Context: an optimization exercise on an open-source flow, tuned for small area and a short achievable clock period. The choices shown serve that exercise and are no tape-out recipe. The RTL was checked by simulation tests, not by an equivalence proof against the original design. No activity file was given, so power comes from the tool's default toggle rates.

## tundra
// tx_frame_scheduler
module tx_frame_scheduler #(
    parameter int ADDR_W = 9
) (
    input  logic        i_clk,
    input  logic        i_rst,
    input  logic [7:0]  i_wr_data,
    input  logic        i_wr_en,
    input  logic        i_wr_abort,
    input  logic        i_clear_status,
    output logic        o_wr_ready,
    output logic [7:0]  o_tx_data,
    output logic        o_tx_valid,
    output logic        o_tx_last,
    input  logic        i_tx_ready,
    output logic [15:0] o_data_size,
    output logic [7:0]  o_frames_count,
    output logic [15:0] o_status
);
==> flow/config.mk <==
export PLATFORM = sky130hd
export DESIGN_NAME = tx_frame_scheduler
export DESIGN_NICKNAME = tx_frame_scheduler
export VERILOG_FILES = /design/flow/design.v
export SDC_FILE = /design/flow/constraint.sdc
export NUM_CORES = 4
export LEC_CHECK = 0
export ABC_CLOCK_PERIOD_IN_PS = 3000
export CAP_MARGIN = 20
export CORE_MARGIN = 2
export CORE_UTILIZATION = 40
export CTS_CLUSTER_DIAMETER = 120
export CTS_CLUSTER_SIZE = 25
export SETUP_SLACK_MARGIN = 3.7
export SLEW_MARGIN = 20
==> flow/constraint.sdc <==
create_clock -name core_clock -period 7.0 [get_ports {i_clk}]
set_input_delay 1.4000 -clock core_clock [delete_from_list [all_inputs] [get_ports {i_clk}]]
set_output_delay 1.4000 -clock core_clock [all_outputs]
set_load 0.01 [all_outputs]
run.sh (not shown) runs the stock make flow with config.mk's settings and CLKGATE_MAP_FILE= SYNTH_SCRIPT=/design/flow/synth_recipe.tcl, a recipe that flattens the netlist after the stock synthesis.
--- input diff tundra..cedar ---
Settings: SETUP_SLACK_MARGIN changed from 3.7 to 3.95.
Notes after the runs:
[compare] base=tundra new=cedar: final cell count +about 1%; area of all placed cells without fillers grew by about 1.7%. Total track usage is higher on cedar. cedar vs. tundra: worst hold slack went down by 0.0062 ns. Core utilization | cedar above tundra. The slew at the pin with the worst max-slew slack number comes out higher for cedar vs tundra. Compared with tundra, cedar improves setup slack. Against tundra, total power in cedar rose by a few percent.

========
## the previous run
tx_frame_scheduler, a different RTL version from the one above (not shown whole).
Size in the first run: roughly 8700 cells after synthesis, about 4400 flip-flops, about 65 I/O pins.
export LEC_CHECK = 0
export ABC_CLOCK_PERIOD_IN_PS = 3000
export CAP_MARGIN = 20
export CORE_MARGIN = 2
export CORE_UTILIZATION = 40
export CTS_CLUSTER_DIAMETER = 120
export CTS_CLUSTER_SIZE = 25
export SETUP_SLACK_MARGIN = 4.15
export SLEW_MARGIN = 20
create_clock -name core_clock -period 7.0 [get_ports {i_clk}]
The previous run reached the end of the flow, and the finished layout is clean on the timing, design-rule and antenna checks.
> inputs changed (the previous run -> the current run)
-- flow/config.mk --
<<< the previous run, line 14
export SETUP_SLACK_MARGIN = 4.15
>>> the current run, line 14
export SETUP_SLACK_MARGIN = 4.3
==> run summary <==
The hold slack of the current run and that of the previous run are within noise of each other.
Against the previous run, overall power after layout in the current run rose slightly.
The run showing the greater number of non-clock buffers is the current run.
Total of clock buffers placed in the layout is lower on the previous run
Clock power share: the current run lower than the previous run
The current run ended up with o_wr_ready as its capturing element of the worst setup path; the previous run ended up with o_tx_data[4].
The run showing the greater portion of total power attributed to sequential cells is the previous run.

========
tx_frame_scheduler, a different RTL version from the one above (not shown whole).
Size: about 4400 flip-flops, ~65 I/O pins, about 0.17 mm^2 of cells after synthesis.
Settings: LEC_CHECK=0, ABC_CLOCK_PERIOD_IN_PS=3000, CAP_MARGIN=20, CORE_MARGIN=2, CORE_UTILIZATION=40, CTS_CLUSTER_DIAMETER=120, CTS_CLUSTER_SIZE=25, SETUP_SLACK_MARGIN=4.3, SLEW_MARGIN=20; clock period 7.0 ns.
Next try:
- SETUP_SLACK_MARGIN: 4.3 -> 4.6
Cell count rises by about 1.6%.
Via count rises by about 2%.
Area after synthesis is unchanged.
Combinational power rises by about 20%.
Total power rises by about 5.4%.
Next try:
- SETUP_SLACK_MARGIN: 4.6 -> 3.7
What happened: The changed run passed the timing, design-rule and antenna checks; first-iteration DRC count came out lower by a few percent; worst hold slack stays flat; sequential power is higher slightly; power fell by a little under a tenth; count of clock-buffer cells in the layout came out higher by 1; routed wire length is lower by a few percent.
Next try:
- SETUP_SLACK_MARGIN: 3.7 -> 4.0
Outcome: Clock-buffer cell count is unchanged. Sequential power hardly moves. Final area went up by 0.58%. Setup slack improved by 140 ps. Final cell count went up by 0.47%.

========
RTL: one of the versions met above, not the one the previous note started from.
Size: ~4400 flip-flops.
clock: 7.0 ns
lec_check: 0
abc_clock_period_in_ps: 3000
cap_margin: 20
core_margin: 2
core_utilization: 40
cts_cluster_diameter: 120
cts_cluster_size: 25
place_density: 0.5
setup_slack_margin: 4.3
slew_margin: 20
The baseline completed without violations.
Edit:
Settings changed: CORE_UTILIZATION 40 to 47, PLACE_DENSITY 0.5 to default.
=> Count of clock-buffer cells in the layout decreases by 5. Flip-flop and latch count is unchanged. Die area decreases by 15%. Via count goes up by 0.90%. Global-route usage increases by 2.0 points.

## static timing again, ports no longer ideal
How much do the figures lean on ideal ports? The routed layouts below were timed once more, with nothing changed but the port constraints.
Step 1 assumes that a clkbuf_16 drives the clock port and a buf_2 every other input.
Step 2 adds t to the input delays and takes it off the output delays; t is the mean of the earliest and latest rising clock arrival at the registers after step 1. Input paths then give back, and output paths get back, about the clock's delay inside the block.
Three values: no drivers, after step 1, after step 2; two values: the first two.
run	t, ns	setup WS [ns]	clock arrival spread, ns
tundra	1.014	3.543 / 3.543 / 2.902	0.140 / 0.140
cedar	1.019	3.753 / 3.753 / 3.024	0.151 / 0.151
the previous run	1.060	3.959 / 3.836 / 3.192	0.067 / 0.066
the current run	1.067	3.994 / 3.873 / 3.410	0.110 / 0.110
the first run of note 3	1.050	3.914 / 3.803 / 3.273	0.108 / 0.109
the second run of note 3	1.050	3.904 / 3.794 / 3.318	0.102 / 0.102
the third run of note 3	1.050	3.764 / 3.662 / 2.831	0.056 / 0.056
the fourth run of note 3	1.052	3.907 / 3.805 / 2.939	0.047 / 0.047
the first run of note 4	1.067	3.925 / 3.815 / 3.319	0.070 / 0.069
the second run of note 4	1.035	3.952 / 3.846 / 3.408	0.107 / 0.106
After both steps every run listed still meets setup and hold. The setup slack of the fourth run of note 3, which loses most, moves by -0.102 ns with the drivers and by -0.968 ns with both steps.
